This design comes from an exercise in tuning for small area and a short achievable clock period on the open sky130 flow, not from production work.
At most, simulation tests tie the RTL to the original design; equivalence was not proved.
The clock port is modelled as an ideal driver; clocking choices that lean on that would not hold on a real chip.
Power is estimated from default activity; no workload was simulated.

==> module bus_slave, before the edit <==
module bus_slave (
    input  logic CLK,
    input  logic RSTN,
    input  logic B_UTIL,
    input  logic B_RW,
    input  logic B_BUS_IN,
    output logic S_ACK,
    output logic S_BUS_OUT,
    output logic S_BSY
);
    logic       s_addr, s_aack, s_wdata, s_wack, s_rdata;
    logic [3:0] cnt;
    logic [7:0] addr;        
    logic       ok;          
    logic       rw;
    logic [7:0] wd;          
    logic [7:0] rd;          
    wire idle = !(s_addr || s_aack || s_wdata || s_wack || s_rdata);
    wire last = (s_addr && (cnt == 4'd15)) ||
                ((s_aack || s_wack) && (cnt[1:0] == 2'd3)) ||
                ((s_wdata || s_rdata) && (cnt[2:0] == 3'd7));
    wire e8     = (cnt == 4'd8);
    wire e12    = (cnt == 4'd12);
    wire ok_d   = s_addr ? ((ok || e8) && (B_BUS_IN ^ !e12)) : ok;
    wire aack_d = (B_UTIL && s_addr && last) || (s_aack && !last);
    wire wdata_d = (s_aack && last && ok && rw) || (B_UTIL && s_wdata && !last);
    wire wack_d = (B_UTIL && s_wdata && last) || (s_wack && !last);
    wire rdata_d = (s_aack && last && ok && !rw) || (s_rdata && !(B_UTIL && last));
    wire addr_d = B_UTIL && (idle || (s_addr && !last));
    wire inc    = (!last && (s_aack || s_wack)) ||
                  (B_UTIL && (idle || (!last && (s_addr || s_wdata || s_rdata))));
    wire stay_hi = !((s_aack && last && !ok) || (s_wack && last) || (s_rdata && last));
    wire stay_lo = (s_aack && !(last && !ok)) || (s_wack && !last) || s_rdata;
    wire bsy_d  = B_UTIL ? stay_hi : stay_lo;
    wire ack_d  = (s_wack && !last) || (s_aack && !last && ok) ||
                  (B_UTIL && ((s_wdata && last) || (s_addr && last && ok && !B_BUS_IN)));
    wire mem_we = s_wack && (cnt[1:0] == 2'd0);
    always_ff @(posedge CLK or negedge RSTN) begin
        if (!RSTN) begin
            s_addr    <= 1'b0;
            s_aack    <= 1'b0;
            s_wdata   <= 1'b0;
            s_wack    <= 1'b0;
            s_rdata   <= 1'b0;
            cnt       <= '0;
            S_BSY     <= 1'b0;
            S_ACK     <= 1'b0;
            S_BUS_OUT <= 1'b0;
        end else begin
            s_addr    <= addr_d;
            s_aack    <= aack_d;
            s_wdata   <= wdata_d;
            s_wack    <= wack_d;
            s_rdata   <= rdata_d;
            cnt       <= inc ? cnt + 4'd1 : 4'd0;
            S_BSY     <= bsy_d;
            S_ACK     <= ack_d;
            S_BUS_OUT <= s_rdata && B_UTIL && rd[cnt[2:0]];
        end
    end
    logic [2047:0] ring;     
    logic [7:0]    ph;       
    logic [7:0]    rp;       
    logic [5:0]    rlo6;     
    logic [3:0]    rhi4;
    logic [7:0]    wq;       
    logic          wpend;    
    logic [7:0]    rlo;      
    logic [3:0]    rhi;      
    logic          rcap;     
    logic          rhit;     
    logic [15:0]   wen;      
    logic [15:0]   wen_n;    
    logic          wins;     
    logic [7:0]    tq;
    logic          rcap_q, rhit_q;
    wire rwin_n = (s_addr && (cnt >= 4'd10)) || (s_aack && !cnt[1]);
    wire       wpend_n = mem_we || (wpend && !wins);
    wire [7:0] rp_n    = {rhi4 + 4'(rlo6[5:4]), rlo6[3:0]};    
    logic [7:0] tap;
    logic [7:0] grp [4];
    always_comb begin
        tap = '0;
        for (int h = 0; h < 4; h++) begin
            grp[h] = '0;
            for (int l = 0; l < 8; l++)
                grp[h] = grp[h] | ({8{rlo[l]}} & ring[64*(8*h + l) +: 8]);
            tap = tap | ({8{rhi[h]}} & grp[h]);
        end
    end
    always_ff @(posedge CLK) begin
        if (idle || (s_addr && !cnt[3])) addr <= {B_BUS_IN, addr[7:1]};
        ok <= ok_d;
        if (s_addr) rw <= B_RW;
        if (s_wdata) wd <= {B_BUS_IN, wd[7:1]};
        ph    <= ph + 8'd1;
        rlo6  <= 6'(addr[3:0]) + 6'(ph[3:0]) + 6'd3;
        rhi4  <= addr[7:4] + ph[7:4];
        rp    <= rp_n;
        wq    <= mem_we ? rp_n : wq + 8'd1;
        wpend <= wpend_n;
        rcap  <= rwin_n && (rp[2:0] == 3'd0);
        for (int i = 0; i < 8; i++) rlo[i] <= (rp[5:3] == 3'(i));
        for (int i = 0; i < 4; i++) rhi[i] <= (rp[7:6] == 2'(i));
        rhit  <= wpend && !wins && (rp == wq);
        for (int j = 0; j < 16; j++)
            wen[j] <= mem_we ? (rp == 8'(16 * j)) : (wpend && !wins && (wq == 8'(16 * j)));
        for (int j = 0; j < 16; j++)
            wen_n[j] <= !(mem_we ? (rp == 8'(16 * j)) : (wpend && !wins && (wq == 8'(16 * j))));
        wins  <= mem_we ? (rp[3:0] == 4'd0) : (wpend && !wins && (wq[3:0] == 4'd0));
        tq     <= tap;
        rcap_q <= rcap;
        rhit_q <= rhit;
        if (rcap_q) rd <= rhit_q ? wd : tq;
    end
    always_ff @(posedge CLK) begin
        for (int s = 0; s < 256; s++) begin
            if ((s % 16 == 1) && wen[s / 16])
                ring[8*s +: 4] <= wd[3:0];
            else
                ring[8*s +: 4] <= ring[8*((s + 255) % 256) +: 4];
            if ((s % 16 == 1) && !wen_n[s / 16])
                ring[8*s+4 +: 4] <= wd[7:4];
            else
                ring[8*s+4 +: 4] <= ring[8*((s + 255) % 256)+4 +: 4];
        end
    end
endmodule
export LEC_CHECK = 0
export CAP_MARGIN = 20
export CORE_MARGIN = 2
export CORE_UTILIZATION = 70
export SETUP_SLACK_MARGIN = 2.4
export SLEW_MARGIN = 20
create_clock -name core_clock -period 4.0 [get_ports {CLK}]
standard.sh (not shown) runs the stock make flow with config.mk's settings and CLKGATE_MAP_FILE= SYNTH_SCRIPT=/design/flow/synth_recipe.tcl, a recipe that flattens the netlist after the stock synthesis.
==> flow/flow/run.sh <==
#!/bin/bash
# The standard layout with a faster clock tree: clock tree synthesis builds
# clkbuf_8 leaf buffers as usual, then flow/post_cts.tcl turns its root and its
# first tree level into inverters (four root inverters fed by the clock port).
set -euo pipefail
here=$(pwd)
export CTS_ARGS="-sink_clustering_enable -repair_clock_nets -sink_clustering_size 16 -sink_clustering_max_diameter 60 -buf_list {sky130_fd_sc_hd__clkbuf_8 sky130_fd_sc_hd__clkbuf_16} -root_buf sky130_fd_sc_hd__clkbuf_16 -tree_buf sky130_fd_sc_hd__clkbuf_16 -sink_clustering_buffer sky130_fd_sc_hd__clkbuf_8"
export POST_CTS_TCL="$here/flow/post_cts.tcl"
bash standard.sh > "$here/standard_flow.log" 2>&1
Other scripts of this flow, unchanged in this note and not shown: flow/flow/post_cts.tcl
Next try:
--- a/flow/design.v
+++ b/flow/design.v
@@ -71,5 +71,4 @@
     logic          rhit;     
     logic [15:0]   wen;      
-    logic [15:0]   wen_n;    
     logic          wins;     
     logic [7:0]    tq;
@@ -106,6 +105,4 @@
         for (int j = 0; j < 16; j++)
             wen[j] <= mem_we ? (rp == 8'(16 * j)) : (wpend && !wins && (wq == 8'(16 * j)));
-        for (int j = 0; j < 16; j++)
-            wen_n[j] <= !(mem_we ? (rp == 8'(16 * j)) : (wpend && !wins && (wq == 8'(16 * j))));
         wins  <= mem_we ? (rp[3:0] == 4'd0) : (wpend && !wins && (wq[3:0] == 4'd0));
         tq     <= tap;
@@ -117,11 +114,7 @@
         for (int s = 0; s < 256; s++) begin
             if ((s % 16 == 1) && wen[s / 16])
-                ring[8*s +: 4] <= wd[3:0];
+                ring[8*s +: 8] <= wd;
             else
-                ring[8*s +: 4] <= ring[8*((s + 255) % 256) +: 4];
-            if ((s % 16 == 1) && !wen_n[s / 16])
-                ring[8*s+4 +: 4] <= wd[7:4];
-            else
-                ring[8*s+4 +: 4] <= ring[8*((s + 255) % 256)+4 +: 4];
+                ring[8*s +: 8] <= ring[8*((s + 255) % 256) +: 8];
         end
     end
After rerunning:
- design area fell slightly
- synthesized cell count came out lower slightly
- power went down slightly
- via count goes down slightly
- first-iteration DRC count shrinks by roughly a tenth
- clock skew drops by 0.0038 ns
- worst setup slack improved by 0.052 ns
Function not checked in the first run of this note: the RTL went through the layout flow alone.

[port drivers added, routing unchanged]
The flow's constraints put no driver on any port. The routed layouts listed below were extracted and timed again, unchanged, in two steps. Step 1 sets driving cells, clkbuf_16 on the clock port and buf_2 on the other inputs (assumed; they add their load-dependent delay and slew). Step 2 also shifts input and output timing later by t, the mid clock arrival at the registers, as if the neighbouring blocks saw the same clock. a / b / c = no drivers / after step 1 / after step 2; a / b = the first two.
| run | shift t [ns] | slack for setup (ns) | clock arrival spread, ns |
|---|---|---|---|
| the first run | 0.581 | 2.261 / 2.082 / 2.261 | 0.037 / 0.036 |
| the second run | 0.577 | 2.312 / 2.089 / 2.159 | 0.034 / 0.036 |
After both steps every run listed still meets setup and hold. For the second run, which loses most, drivers alone change the setup slack by -0.223 ns; drivers and shift together by -0.153 ns.
